This design comes from an exercise in tuning for small area, a short achievable clock period and few clock cycles on the open sky130 flow, not from production work.
The RTL was checked by simulation tests, not by an equivalence proof against the original design.
No activity file was given, so power comes from the tool's default toggle rates.

==> inputs of trial 16 <==
Design alignment_point_tour_optimizer, start of the top module:
module alignment_point_tour_optimizer (
    input  wire logic                     i_clk,
    input  wire logic                     i_rst_n,
    input  wire logic                     i_cfg_wr_en,
    input  wire logic [2:0]               i_cfg_index,
    input  wire logic [20:0]              i_cfg_data,
    input  wire logic                     i_in_valid,
    output logic                          o_in_ready,
    input  wire logic [20:0]              i_point_azimuth,
    input  wire logic signed [19:0]       i_point_altitude,
    input  wire logic [16:0]              i_point_right_ascension,
    input  wire logic signed [19:0]       i_point_declination,
    input  wire logic                     i_last_point,
    output logic                          o_out_valid,
    input  wire logic                     i_out_ready,
    output logic [5:0]                    o_visit_index,
    output logic                          o_last_visit
);
clock: 12.0 ns
lec_check: 0
abc_area: 1
cap_margin: 20
core_margin: 2
core_utilization: 45
cts_cluster_diameter: 80
cts_cluster_size: 30
slew_margin: 20
synth_memory_max_bits: 8192
setup_slack_margin: 7.5
standard.sh (not shown) runs the stock make flow with config.mk's settings and CLKGATE_MAP_FILE= SYNTH_SCRIPT=/design/flow/synth_recipe.tcl, a recipe that flattens the netlist after the stock synthesis.
==> flow/flow/run.sh <==
#!/bin/bash
# Standard layout, with timing repair aiming well below the clock period.
set -euo pipefail
echo "export SETUP_SLACK_MARGIN = 7.5" >> config.mk
bash standard.sh > standard.log 2>&1
==> inputs of trial 82, as changes to trial 16 <==
--- a/flow/design.v
+++ b/flow/design.v
@@ -171,14 +171,12 @@
     localparam logic [1:0] IS_IDLE = 2'd0, IS_PRO = 2'd1, IS_PASS = 2'd2;
     logic [2:0]  r_st;
     logic        r_rdy;      
     logic [1:0]  r_ph;       
     logic [1:0]  r_iph, n_iph;   
     logic        l_or, l_two;    
-    logic        r_kv, r_inp, n_inp, tw_rs, tw_jump;
-    logic [4:0]  r_ka, r_kb, tw_hend, tw_e2, tw_end;
     logic [5:0]  r_n;
     logic [4:0]  nm1;
     logic [1:0]  r_iss;
     logic [2:0]  r_ipro;
     logic        r_ipS;
     logic [4:0]  r_ipos, r_ibase;
@@ -188,13 +186,14 @@
     logic        r_firstiter, r_any2, r_anyor;
     logic [4:0]  r_ra, r_rb, r_mh, r_q;
     logic        r_up;
     logic [4:0]  r_ok;
     logic        r_ovalid, r_olast;
     logic [4:0]  r_oidx;
-    assign nm1 = 5'(r_n - 6'd1);
+    logic [4:0]  r_nm1;      
+    assign nm1 = r_nm1;
     logic             p_we;
     logic [RAW_W-1:0] p_wdata, p_rdata;
     logic [4:0]       p_raddr;
     logic             r_in_v, r_in_last, r_ca_last;
     logic [RAW_W-1:0] r_in;
     logic [4:0]       r_in_a;
@@ -263,26 +262,25 @@
         logic       last;
         logic       nop;     
         logic       capv;
         logic [1:0] cap;
         logic       dir;
         logic       sk;      
-        logic       np;      
         logic [1:0] ph;      
         logic [4:0] tid;
     } t_tag;
     t_tag tg0, tg1, tg2, tg3, tg4, tg5, it;
     logic [XY-1:0]    x2n, c3;
     logic [K:0][XY-1:0] r_F, r_Nx;
     logic [XY-1:0]    xp1, xp2, cx3, cx4, cx5, r_bxy;
     logic             flush;
     logic [1:0]  n_iss;
     logic [2:0]  n_ipro;
     logic        n_ipS, n_ifirst;
     logic [4:0]  n_ipos, n_ibase;
-    logic [N-1:0] n_rem, nmask, rem_bit, gsrc, gbmask;
+    logic [N-1:0] n_rem, nmask, rem_bit, gsrc;
     logic         grow;
     logic [C_W-1:0] r_best;
     logic [4:0]     r_btid;
     logic           r_ghave, r_gsk, r_grow, g_e, g_have, g_lt, g_fin;
     logic [N-1:0]   g_lmask;
     logic [4:0]     g_left;
@@ -291,32 +289,25 @@
     logic [6:0]  cd;
     always_comb begin
         nmask = '0;
         for (int e = 0; e < N; e++) begin
             if (6'(e) < r_n) nmask[e] = 1'b1;
         end
-        gbmask = '0;
-        gbmask[r_gb] = r_gsk;
-        gsrc = ((r_iss == IS_PASS) ? r_rem : (~r_vis & nmask)) & ~gbmask;
+        gsrc = (r_iss == IS_PASS) ? r_rem : (~r_vis & nmask);
         ffs_id = '0;
         for (int e = N - 1; e >= 0; e--) begin
             if (gsrc[e]) ffs_id = 5'(e);
         end
         rem_bit = '0;
         rem_bit[ffs_id] = 1'b1;
     end
     always_comb begin
         it = '0;
         n_iss = r_iss;  n_ipro = r_ipro;  n_ipS = r_ipS;  n_ifirst = r_ifirst;
         n_ipos = r_ipos;  n_ibase = r_ibase;  n_rem = r_rem;  n_iph = r_iph;
-        l_or = 1'b0;  l_two = 1'b0;  n_inp = 1'b0;
-        tw_hend = (7'(r_ibase) + 7'(2 * K - 1) < 7'(nm1)) ? 5'(r_ibase + 5'(2 * K - 1)) : nm1;
-        tw_e2   = (7'(r_kb) + 7'd1 < 7'(nm1)) ? 5'(r_kb + 5'd1) : nm1;
-        tw_rs   = r_kv && (7'(r_ibase) + 7'(K) <= 7'(r_ka));
-        tw_end  = !tw_rs ? nm1 : ((tw_e2 > tw_hend) ? tw_e2 : tw_hend);
-        tw_jump = tw_rs && (r_ipos == tw_hend) && (7'(r_ka) > 7'(tw_hend) + 7'd2) && (r_ipos != tw_end);
+        l_or = 1'b0;  l_two = 1'b0;
         cd = '0;
         if (r_st == ST_RUN) begin
             case (r_iss)
                 IS_PRO: begin
                     it.v = 1'b1;  it.nop = 1'b1;  it.capv = 1'b1;  it.cap = r_ipro[1:0];
                     case (r_iph)
@@ -362,26 +353,24 @@
                     it.v = 1'b1;
                     it.base = r_ibase;
                     case (r_iph)
                         PH_GR: begin
                             it.dir   = 1'b1;
                             it.pos   = ffs_id;
-                            it.sk    = (gsrc == '0);
                             it.last  = ((gsrc & (gsrc - 1'b1)) == '0);
                             n_rem    = gsrc & ~rem_bit;
                             if (it.last) begin
                                 n_iss   = (6'(r_ibase) + 6'd2 < r_n) ? IS_PRO : IS_IDLE;
                                 n_ipro  = 3'd3;
                                 n_ibase = r_ibase + 5'd1;
                             end
                         end
                         PH_TWO: begin
                             it.pos   = r_ipos;
-                            it.np    = r_inp;
                             it.first = (r_ibase == '0) ? (r_ipos == '0) : (r_ipos == r_ibase + 5'd1);
-                            it.last  = (r_ipos == tw_end);
+                            it.last  = (r_ipos == nm1);
                             cd = 7'(r_ipos) - 7'(r_ibase) - 7'(K - 1);
                             if (!cd[6] && (cd != '0) && (cd <= 7'(K))) begin
                                 it.capv = 1'b1;  it.cap = cd[1:0];
                             end
                             if (it.last) begin
                                 if (7'(r_ibase) + 7'(K) + 7'd2 <= 7'(r_n)) begin
@@ -389,15 +378,12 @@
                                     n_ipos  = r_ibase + 5'(K + 1);
                                 end else if ((r_firstiter || r_any2) && (r_n >= 6'd3)) begin
                                     n_iss = IS_PRO;  n_ipro = '0;  n_iph = PH_OR;  l_or = 1'b1;
                                 end else begin
                                     n_iss = IS_IDLE;
                                 end
-                            end else if (tw_jump) begin
-                                n_ipos = 5'(r_ka - 5'd1);
-                                n_inp  = 1'b1;
                             end else begin
                                 n_ipos = r_ipos + 5'd1;
                             end
                         end
                         default: begin
                             it.s     = r_ipS;
@@ -553,13 +539,13 @@
         d1_pos   <= tg5.pos;
         d1_base  <= tg5.base;
         for (int r = 0; r < K; r++) begin
             d1_w[r]  <= 25'(U[K+1]) - 25'(U[r+1]) - 25'(r_pu[r]);
             d1_nu[r] <= 25'd0 - 25'((tg5.ph == PH_TWO) ? U[r] : U[r+1]);
             if (tg5.ph == PH_TWO) begin
-                d1_pa[r] <= (7'(m) >= rw[r] + 7'd2) && !tg5.np;
+                d1_pa[r] <= (7'(m) >= rw[r] + 7'd2);
                 d1_pb[r] <= (m == nm1) && (rw[r] + 7'd1 <= 7'(nm1));
                 d1_ha[r] <= 5'(m - 5'd1);
             end else begin
                 d1_pa[r] <= !tg5.s && (rw[r] <= 7'(nm1)) &&
                             ((7'(m) < rw[r]) || (7'(m) >= rw[r] + 7'd2));
                 d1_pb[r] <= !tg5.s && (m == nm1) && (7'(nm1) > rw[r]);
@@ -716,23 +702,24 @@
             r_k      <= '0;
             r_vis    <= '0;
             r_gsk    <= 1'b0;
         end else begin
             r_iss <= n_iss;  r_ipro <= n_ipro;  r_ipS <= n_ipS;  r_ifirst <= n_ifirst;
             r_iph <= n_iph;
-            r_inp <= n_inp;
-            if (l_two) r_kv <= 1'b0;
             if (l_or) r_anyor <= 1'b0;
             if (l_two) begin
                 r_firstiter <= 1'b0;  r_any2 <= 1'b0;
             end
             r_ipos <= n_ipos;  r_ibase <= n_ibase;  r_rem <= n_rem;
             case (r_st)
                 ST_LOAD: begin
                     if (in_beat) begin
-                        if (!r_n[5]) r_n <= r_n + 6'd1;
+                        if (!r_n[5]) begin
+                            r_n   <= r_n + 6'd1;
+                            r_nm1 <= r_n[4:0];
+                        end
                         if (i_last_point) begin
                             r_st  <= ST_RUN;
                             r_rdy <= 1'b0;
                             r_iss   <= (r_n >= 6'd2) ? IS_PRO : IS_IDLE;
                             r_iph   <= PH_GR;
                             r_ipro  <= 3'd5;
@@ -743,13 +730,12 @@
                 ST_RUN: begin
                     if (act_rev) begin
                         r_st  <= ST_REV;
                         r_ra  <= a_lo;
                         r_rb  <= a_hi;
                         r_any2 <= 1'b1;
-                        r_kv <= 1'b1;  r_ka <= a_lo;  r_kb <= a_hi;
                         r_iss <= IS_IDLE;
                     end else if (act_mv) begin
                         r_st  <= ST_MV0;
                         r_ra  <= mv_s;
                         r_mh  <= mv_h;
                         r_up  <= (mv_h > mv_s);
@@ -760,13 +746,13 @@
                         r_gb  <= g_b;
                         r_gsk <= 1'b1;
                         if (g_fin || (r_n == 6'd1)) begin
                             if (r_n == 6'd1) begin
                                 r_st <= ST_OPRE;
                             end else begin
-                                r_ph <= PH_TWO;  r_firstiter <= 1'b1;  r_any2 <= 1'b0;  r_kv <= 1'b0;
+                                r_ph <= PH_TWO;  r_firstiter <= 1'b1;  r_any2 <= 1'b0;
                                 r_iss <= IS_PRO;  r_ipro <= '0;  r_iph <= PH_TWO;
                             end
                         end else begin
                             r_k <= r_k + 5'd1;
                         end
                     end else if (ph_done) begin
--- a/flow/config.mk
+++ b/flow/config.mk
@@ -6,11 +6,9 @@
 export NUM_CORES = 4
 export LEC_CHECK = 0
 export ABC_AREA = 1
 export CAP_MARGIN = 20
 export CORE_MARGIN = 2
 export CORE_UTILIZATION = 45
-export CTS_CLUSTER_DIAMETER = 80
-export CTS_CLUSTER_SIZE = 30
 export SLEW_MARGIN = 20
 export SYNTH_MEMORY_MAX_BITS = 8192
 export SETUP_SLACK_MARGIN = 7.5
==> inputs of build 66, as changes to trial 16 <==
--- a/flow/design.v
+++ b/flow/design.v
@@ -188,13 +188,14 @@
     logic        r_firstiter, r_any2, r_anyor;
     logic [4:0]  r_ra, r_rb, r_mh, r_q;
     logic        r_up;
     logic [4:0]  r_ok;
     logic        r_ovalid, r_olast;
     logic [4:0]  r_oidx;
-    assign nm1 = 5'(r_n - 6'd1);
+    logic [4:0]  r_nm1;      
+    assign nm1 = r_nm1;
     logic             p_we;
     logic [RAW_W-1:0] p_wdata, p_rdata;
     logic [4:0]       p_raddr;
     logic             r_in_v, r_in_last, r_ca_last;
     logic [RAW_W-1:0] r_in;
     logic [4:0]       r_in_a;
@@ -726,13 +727,16 @@
                 r_firstiter <= 1'b0;  r_any2 <= 1'b0;
             end
             r_ipos <= n_ipos;  r_ibase <= n_ibase;  r_rem <= n_rem;
             case (r_st)
                 ST_LOAD: begin
                     if (in_beat) begin
-                        if (!r_n[5]) r_n <= r_n + 6'd1;
+                        if (!r_n[5]) begin
+                            r_n   <= r_n + 6'd1;
+                            r_nm1 <= r_n[4:0];
+                        end
                         if (i_last_point) begin
                             r_st  <= ST_RUN;
                             r_rdy <= 1'b0;
                             r_iss   <= (r_n >= 6'd2) ? IS_PRO : IS_IDLE;
                             r_iph   <= PH_GR;
                             r_ipro  <= 3'd5;
--- a/flow/config.mk
+++ b/flow/config.mk
@@ -6,11 +6,9 @@
 export NUM_CORES = 4
 export LEC_CHECK = 0
 export ABC_AREA = 1
 export CAP_MARGIN = 20
 export CORE_MARGIN = 2
 export CORE_UTILIZATION = 45
-export CTS_CLUSTER_DIAMETER = 80
-export CTS_CLUSTER_SIZE = 30
 export SLEW_MARGIN = 20
 export SYNTH_MEMORY_MAX_BITS = 8192
 export SETUP_SLACK_MARGIN = 7.5
==> notes.md <==
The lowest maximum frequency belongs to trial 16, the highest to trial 82.
The highest synthesized cell count belongs to trial 16, the lowest to trial 82.
Combinational power: build 66 > trial 16 > trial 82.
Via count: trial 82 < trial 16 < build 66.
Between trial 16 and build 66, the lower clock-buffer cell count is in trial 16 (gap 257).
The lowest routed wire length belongs to trial 82, the highest to build 66.
The highest utilization belongs to build 66, the lowest to trial 16.
In trial 82 the critical path depth is lower than in trial 16, by 14.
Against trial 82, the sequential share of layout area of trial 16 is higher by 0.54 points.
==> figures <==
metric	trial 16	build 66	trial 82
Seq. cell area	0.0904 mm2	0.0906 mm2	0.0900 mm2
Met3 track demand over resource in global routing	3.45%	3.74%	3.69%
Amount of wire on met2 after detailed routing	265000 um	272000 um	261000 um
Result of the run	complete, no violations	complete, no violations	complete, no violations
Count of buffers added by post-CTS timing repair for setup	128	189	73
Overall Global Routing Usage	29.1%	29.7%	29.1%
Total wire length	579000 um	590000 um	565000 um
Flop pwr share	38.8%	35.5%	36.4%
Final critical-path required period	5.20 ns	5.14 ns	4.43 ns
Depth of the most critical reg-to-reg path	34	31	20
Critical path launch point	r_ibase[1]	r_ibase[1]	r_ra[0]
Worst-skew pair later-pin latency	0.98 ns	0.99 ns	0.98 ns
Crit Path Max Fanout	10	7	18
R2R Path End	r_ipro[0]	r_ipro[0]	tmem[1][2]
Launching point of the worst reg2reg path	r_ibase[1]	r_ibase[1]	r_ra[0]
Combinational power share	45.5%	43.1%	41.3%
Core Box Area	0.373 mm2	0.373 mm2	0.369 mm2
Non-clock buffer count in the final layout	666	737	577
Count of standard-cell rows	224	224	223
Testbench counts of trial 16, summed over its fixed seeds: cycles 15,978.
Testbench counts of trial 82, summed over its fixed seeds: cycles 16,719.
Testbench counts of build 66, summed over its fixed seeds: cycles 15,978.

==> re-timing with driven ports <==
How much do the figures lean on ideal ports? The routed layouts below were timed once more, with nothing changed but the port constraints.
Step 1 (the two cells are an assumption about what drives the block):
set clk [get_ports {i_clk}]
set_driving_cell -lib_cell sky130_fd_sc_hd__clkbuf_16 $clk
set_driving_cell -lib_cell sky130_fd_sc_hd__buf_2 [delete_from_list [all_inputs] $clk]
Step 2 moves the port delays by t, midway between the first and last clock arrival at a register: inputs arrive t later, outputs are due t later. That takes back most of the time a late clock gives input paths.
Slacks: ideal ports / drivers / drivers and shift; pairs: ideal ports / drivers.
| run | shift t [ns] | setup slack, ns | worst setup path at the end | latest minus earliest clock arrival (ns) |
|---|---|---|---|---|
| trial 16 | 1.061 | 6.800 / 6.800 / 6.747 | input to register | 0.096 / 0.096 |
| trial 82 | 1.043 | 7.566 / 7.521 / 6.834 | input to register | 0.085 / 0.085 |
| build 66 | 1.067 | 6.856 / 6.856 / 6.710 | input to register | 0.084 / 0.084 |
After both steps every run listed still meets setup and hold. The setup slack of trial 82, which loses most, moves by -0.045 ns with the drivers and by -0.732 ns with both steps.
